This is an optimization exercise on Yosys and OpenROAD, whose aim is small area, a short achievable clock period and few clock cycles per item, not a production implementation.
In this exercise RTL edits were held to simulation tests only and were not proved equivalent to the original.
Power figures rest on the tool's default switching activity, not on a simulated workload.

build 19:
// mac_dsp_pipe
module mac_dsp_pipe #(
  parameter int A_WIDTH     = 25,
  parameter int B_WIDTH     = 18,
  parameter int ACC_WIDTH   = 48,
  parameter int PIPE_STAGES = 1
) (
  input  logic                 clk_i,
  input  logic                 rst_i,
  input  logic                 valid_i,
  output logic                 ready_o,
  input  logic [A_WIDTH-1:0]   a_i,
  input  logic [B_WIDTH-1:0]   b_i,
  input  logic                 clr_i,
  input  logic                 last_i,
  output logic                 valid_o,
  input  logic                 ready_i,
  output logic [ACC_WIDTH-1:0] acc_o,
  output logic                 ovf_o
);
For scale: roughly 1400 cells after synthesis, about 100 I/O pins, about 17000 um2 of cells after synthesis.
==> flow/config.mk <==
export PLATFORM = sky130hd
export DESIGN_NAME = mac_dsp_pipe
export DESIGN_NICKNAME = mac_dsp_pipe
export VERILOG_FILES = /design/flow/design.v
export SDC_FILE = /design/flow/constraint.sdc
export NUM_CORES = 4
export LEC_CHECK = 0
export CAP_MARGIN = 20
export CORE_MARGIN = 2
export CORE_UTILIZATION = 60
export PLACE_DENSITY = 0.75
export SETUP_SLACK_MARGIN = 3.4
export SLEW_MARGIN = 20
==> flow/constraint.sdc <==
create_clock -name core_clock -period 7.0 [get_ports {clk_i}]
set_input_delay 1.4000 -clock core_clock [delete_from_list [all_inputs] [get_ports {clk_i}]]
set_output_delay 1.4000 -clock core_clock [all_outputs]
set_load 0.01 [all_outputs]
standard.sh (not shown) runs the stock make flow with config.mk's settings and CLKGATE_MAP_FILE= SYNTH_SCRIPT=/design/flow/synth_recipe.tcl, a recipe that flattens the netlist after the stock synthesis.
==> flow/flow/run.sh <==
#!/bin/bash
# Standard layout, with netlist steps between synthesis and floorplan: fanout.py takes out the
# synthesis buffers (the flow removes them anyway); fixinv.py removes the inverters that Yosys
# leaves between full-adder cells (a full adder is self-dual, so a cell can compute on complemented
# signals instead; single-output gates can be swapped for their complement); fanout.py then gives
# register outputs with many loads a driver (two inverters). The new netlist is used only if ABC's cec proves it
# equivalent to the standard synthesis (registers paired by name); else the standard one is kept.
set -uo pipefail
export PATH="$FLOW_HOME/../tools/install/yosys/bin:$FLOW_HOME/../tools/install/OpenROAD/bin:$PATH"
R=orfs/results/${FLOW_PLATFORM}/mac_dsp_pipe/base
# port buffers: a plain buffer instead of the delay cell buffer_ports picks by itself
export BUFFER_PORTS_ARGS="-buffer_cell sky130_fd_sc_hd__buf_1"
bash standard.sh synth > synth.log 2>&1 || { echo "synthesis failed"; exit 1; }
cp "$R/1_2_yosys.v" standard_synth.v
if python3 flow/fanout.py standard_synth.v nobuf_synth.v 0 > fanout0.log 2>&1 \
   && python3 flow/fixinv.py nobuf_synth.v inv_synth.v > fixinv.log 2>&1 \
   && python3 flow/fanout.py inv_synth.v fixed_synth.v ${FANOUT_MAX:-12} > fanout.log 2>&1 \
   && bash flow/cec.sh standard_synth.v fixed_synth.v > cec.log 2>&1 \
   && grep -q "Networks are equivalent" cec.log; then
  echo "using the netlist with full-adder polarities fixed"
  cp fixed_synth.v "$R/1_2_yosys.v"
  touch "$R/1_2_yosys.v"
else
  echo "keeping the standard netlist"
fi
bash standard.sh > layout.log 2>&1 || { echo "layout failed"; exit 1; }
test -f out/final.def
Other scripts of this flow, unchanged in this note and not shown: flow/flow/cec.sh, flow/flow/cutff.py, flow/flow/fanout.py, flow/flow/fixinv.py, flow/flow/lib2v.py
Per the final summary, build 19 finished and its layout is clean on timing, DRC and antenna.
Testbench counts of build 19, summed over its fixed seeds: cycles 16,090, samples 16,066.
### build 19 -> build 68
Settings: a change of PLACE_DENSITY from 0.75 to 0.65; a change of CORE_UTILIZATION from 60 to 50; a change of SETUP_SLACK_MARGIN from 3.4 to 3.2.
### Flow results
The die of build 68 is larger than the one used in build 19.
Build 68 against build 19: clock network fraction of total power has decreased, sink count of the clock tree has remained practically unchanged.
Build 68 vs build 19, via density per instance went down by about 7%.
Run comparison: build 19 highest routing layer actually used met4; build 68 highest routing layer actually used met5
Against build 19, wire length in build 68 rose by a few percent.
## Diff of input files: build 33 against build 68
Settings: PLACE_DENSITY: 0.65 -> 0.85; SETUP_SLACK_MARGIN: 3.2 -> 3.0; CORE_UTILIZATION: 50 -> 75.
==> comparison <==
The run with more routed wire is build 33, not build 68.
Between build 33 and build 68, the sequential portion of the cell area is lower for build 68.
Build 33 ends up with a critical path depth that is 1 lower than in build 68.
Inputs modified between build 33 and build 6:
Settings: changing PLACE_DENSITY from 0.85 to 0.75; changing CAP_MARGIN from 20 to 5; changing SLEW_MARGIN from 20 to 5; changing CORE_UTILIZATION from 75 to 60; changing SETUP_SLACK_MARGIN from 3.0 to 3.2.
### Flow results
- Looking at post-detailed-placement half-perimeter wirelength, build 6 sits below build 33.
- Against build 33, build 6 reports a sequential share of layout area that is lower.
- Taking build 33 as the reference, in build 6 core box area went up 26%, pre-CTS setup slack went up 0.14 ns, via count went down 619.
- Build 6 has global-route usage below what build 33 had.
Input changes introduced in build 4 (baseline for comparison: build 6):
Settings: SLEW_MARGIN: 5 -> 20; CAP_MARGIN: 5 -> 20.
--- outcome ---
Across build 6 and build 4, the outcome is the same: a clean finish for every run.
Between build 4 and build 6, the power in sequential cells figures differ only marginally.
Comparing build 6 against build 4, there is no change at all in area after synthesis.
Compared build 4 against build 6; clock latency on the worst-skew pair within noise.
Diff build 4..build 6 | number of buffers inserted to repair setup after CTS | unchanged
Reported for build 6 and build 4, wire length on met3 turned out identical to the last digit.
As far as number of stages on the worst setup path goes, build 4 and build 6 are indistinguishable; the numbers are identical.
Build 4 -> build 6: total power delta 0, exact match
Build 4 -> build 6: cell count after placement delta 0, exact match
As far as clock share of power is concerned, build 4 and build 6 perform about the same.
Smallest hold slack delta (build 6 -> build 4): insignificant
Reported for build 6 and build 4, final instance area turned out identical to the last digit.

-- what the ideal ports hide --
The flow's constraints put no driver on any port. The routed layouts listed below were extracted and timed again, unchanged, in two steps.
Step 1, drivers: a clkbuf_16 drives clk_i and a buf_2 each remaining input, both assumed.
Step 2 times the ports against the registers' clock, not the clock port: input delays grow and output delays shrink by t, the midpoint of the rising clock arrivals with the driver on.
Slacks: ideal / step 1 / step 2; pairs: ideal / step 1.
run	t (ns)	setup WS [ns]	hold WS [ns]	pins driven straight from the clock port
build 19	0.498	3.213 / 3.213 / 3.213	0.426 / 0.426 / 0.426	1
build 68	0.508	3.040 / 3.040 / 3.040	0.434 / 0.434 / 0.434	1
build 33	0.514	2.838 / 2.838 / 2.838	0.435 / 0.435 / 0.435	1
build 6	0.503	3.196 / 3.196 / 3.196	0.429 / 0.429 / 0.429	1
build 4	0.503	3.196 / 3.196 / 3.196	0.429 / 0.429 / 0.429	1
After both steps setup and hold are still met in every run listed.
